This is an optimization exercise on Yosys and OpenROAD, whose aim is small area, a short achievable clock period and few clock cycles per item, not a production implementation.
Function was checked by simulation only, so behaviour that the tests miss may differ from the original.

Setup of main:
## instr_fetch_unit
module instr_fetch_unit
#(
  parameter int          IMEM_DEPTH   = 128,
  parameter logic [31:0] RESET_PC     = 32'h0000_0000,
  parameter int          WAIT_TIMEOUT = 16
) (
  input  logic                  clk,
  input  logic                  rst,
  input  logic                  run,
  input  logic                  imem_we,
  input  logic [6:0]            imem_waddr,
  input  logic [31:0]           imem_wdata,
  output logic [31:0]           instrword,
  output logic                  newinstr,
  input  logic                  instrdone,
  input  logic                  aluzero,
  output logic [31:0]           pc,
  output logic                  halted,
  output logic                  fault
);
Size in the first run: roughly 12000 cells after synthesis, ~4700 flip-flops, about 110 I/O pins, about 160000 um^2 of cells after synthesis.
Settings: LEC_CHECK=0, ABC_CLOCK_PERIOD_IN_PS=2500, CAP_MARGIN=20, CORE_MARGIN=2, CORE_UTILIZATION=55, CTS_BUF_LIST=sky130_fd_sc_hd__clkbuf_16, CTS_CLUSTER_DIAMETER=80, CTS_CLUSTER_SIZE=20, SETUP_SLACK_MARGIN=3.0, SLEW_MARGIN=20, SYNTH_HIERARCHICAL=1; clock period 5.5 ns.
run.sh (not shown) runs the stock make flow with config.mk's settings and CLKGATE_MAP_FILE= SYNTH_SCRIPT=/design/flow/synth_recipe.tcl, a recipe that flattens the netlist after the stock synthesis.
main ran to completion and came out clean on the timing, design-rule and antenna checks.
Testbench counts of main, summed over its fixed seeds: cycles 48,511, items 12,000.
Relative to main, the following input files were edited for the feature branch:
--- a/flow/design.v
+++ b/flow/design.v
@@ -63,78 +63,66 @@
   logic        busy_q;             
   logic        rvalid_q;           
   logic        req_q;              
   logic [31:2] pc_q;
   logic [31:0] instrword_q;
   logic [31:0] fall_q;             
   logic [6:0]  raddr_q;            
   logic [15:0] rlo_q;              
-  logic [15:0] rlo_d;
   logic [7:0]  rhi_q;              
   logic [31:0] part_q [NPART];
   logic        newinstr_q;
   logic        halted_q, fault_q;
   logic [4:0]  wait_cnt_q;
   logic        taken_oor_q;        
   logic        br_c10_q;           
   logic        br_b9_q;            
   logic        pc_oor_q;           
   logic        j_q, beq_q, bne_q, halt_q, fall_oor_q;
   logic        first_q;            
   logic [6:0]  f_addr_q;           
   logic [15:0] f_oh_q;             
   logic        pc_load;
   logic [31:2] pc_next, pc_o_q, pc_o_d;
-  logic [1:0]   wsel [128];
-  logic [1:0]   whold [128];
+  logic [127:0] wsel, whold;
   for (genvar b = 0; b < 8; b++) begin : g_wblk
     logic [3:0] row, col;
     ifu_wpre #(.BLK(b)) u_pre (
       .we   (imem_we),
       .a    (imem_waddr),
       .row  (row),
       .col  (col)
     );
     for (genvar w = 0; w < 16; w++) begin : g_wdec
-      for (genvar h = 0; h < 2; h++) begin : g_half
-        ifu_wdec u_wdec (
-          .hi   (row[w / 4]),
-          .lo   (col[w % 4]),
-          .sel  (wsel[16*b + w][h]),
-          .hold (whold[16*b + w][h])
-        );
-      end
+      ifu_wdec u_wdec (
+        .hi   (row[w / 4]),
+        .lo   (col[w % 4]),
+        .sel  (wsel[16*b + w]),
+        .hold (whold[16*b + w])
+      );
     end
   end
   for (genvar w = 0; w < 128; w++) begin : g_word
     for (genvar c = 0; c < 8; c++) begin : g_slice
       ifu_mem_slice u_slice (
         .q    (imem[w][4*c+3:4*c]),
-        .hold (whold[w][c / 4]),
+        .hold (whold[w]),
         .wd   (imem_wdata[4*c+3:4*c]),
-        .we   (wsel[w][c / 4]),
+        .we   (wsel[w]),
         .d    (imem_d[w][4*c+3:4*c])
       );
     end
   end
   always_ff @(posedge clk) begin
     for (int w = 0; w < 128; w++) imem[w] <= imem_d[w];
   end
-  logic [15:0]  gsel [NPART];
   logic [127:0] rsel;
-  for (genvar p = 0; p < NPART; p++) begin : g_sel
-    ifu_selreg u_sel (
-      .clk (clk),
-      .d   (rlo_d),
-      .q   (gsel[p])
-    );
-  end
   always_comb begin
-    for (int w = 0; w < 128; w++) rsel[w] = gsel[w / 16][w % 16];
+    for (int w = 0; w < 128; w++) rsel[w] = rlo_q[w % 16];
   end
   logic [31:0] grp_n [NPART][6];
   for (genvar p = 0; p < NPART; p++) begin : g_part
     for (genvar k = 0; k < 6; k++) begin : g_sl
       localparam int W0 = 16*p + ((k < 4) ? 3*k : 12 + 2*(k-4));
       for (genvar c = 0; c < 8; c++) begin : g_slice
         if (k < 4) begin : g_3
           ifu_rd3 u_rd (
@@ -202,17 +190,17 @@
     dec16 = '0;
     dec16[a] = 1'b1;
   endfunction
   function automatic logic [15:0] rotl16(logic [15:0] v, logic [3:0] n);
     logic [31:0] vv;
     vv = {v, v} << n;
     rotl16 = vv[31:16];
   endfunction
-  logic [15:0] rlo_inc, rlo_tgt, rlo_f1, rlo_f2;
+  logic [15:0] rlo_inc, rlo_tgt, rlo_f1, rlo_f2, rlo_d;
   assign rlo_inc = {rlo_q[14:0], rlo_q[15]};
   assign rlo_tgt = is_j ? dec16(instrword_q[3:0]) : rotl16(rlo_q, instrword_q[3:0]);
   assign rlo_f1  = f_oh_q;
   assign rlo_f2  = {f_oh_q[14:0], f_oh_q[15]};
   logic [6:0] raddr_d;
   always_comb begin
     raddr_d = raddr_q;
     if (rst) begin
@@ -418,15 +406,8 @@
 ) (
   input  logic [W-1:0] q,
   input  logic [W-1:0] d,
   input  logic         en,
   output logic [W-1:0] y
 );
   assign y = en ? d : q;
 endmodule
-module ifu_selreg (
-  input  logic        clk,
-  input  logic [15:0] d,
-  output logic [15:0] q
-);
-  always_ff @(posedge clk) q <= d;
-endmodule
- Delta (the feature branch minus main): core box area lower; final period utilization up 0.93 points; critical path depth rose 3.
- Summary — mean area per synthesized cell, the feature branch relative to main: higher, by 0.12 um^2.
- main and the feature branch ended up with nearly the same area fraction of clock buffers and clock inverters.
- The feature branch leaves less setup margin than main.
- The feature branch ends up with a first-pass GRT wire length that is 0.98% higher than in main.
- Number of flip-flops and latches in the synthesized netlist: lower on the feature branch
- Type of the worst setup path = reg -> out: main; type of the worst setup path = reg -> reg: the feature branch
- The feature branch gives more mean number of vias per cell than main did.
- Final routed wirelength across all metal layers: the feature branch vs main up about 1.5%
Testbench counts of the feature branch, summed over its fixed seeds: cycles 48,511, items 12,000.

## afterwards: timing with drivers on the ports
The results above use ideal ports. As a check the final layouts listed here were re-extracted and re-timed, cells and wires unchanged. Step 1 (the two cells are an assumption about what drives the block):
set clk [get_ports {clk}]
set_driving_cell -lib_cell sky130_fd_sc_hd__clkbuf_16 $clk
set_driving_cell -lib_cell sky130_fd_sc_hd__buf_2 [delete_from_list [all_inputs] $clk]
Step 2 also shifts input and output timing later by t, the mid clock arrival at the registers, as if the neighbouring blocks saw the same clock. Slacks: ideal / step 1 / step 2; pairs: ideal / step 1.
| run | t (ns) | setup slack, ns | worst setup path after step 2 | latest minus earliest clock arrival (ns) |
|---|---|---|---|---|
| main | 1.066 | 2.837 / 2.712 / 2.010 | input to register | 0.042 / 0.043 |
| the feature branch | 1.025 | 2.786 / 2.767 / 2.040 | input to register | 0.056 / 0.056 |
After both steps every run listed still meets setup and hold. The setup slack of main, which loses most, moves by -0.125 ns with the drivers and by -0.827 ns with both steps.
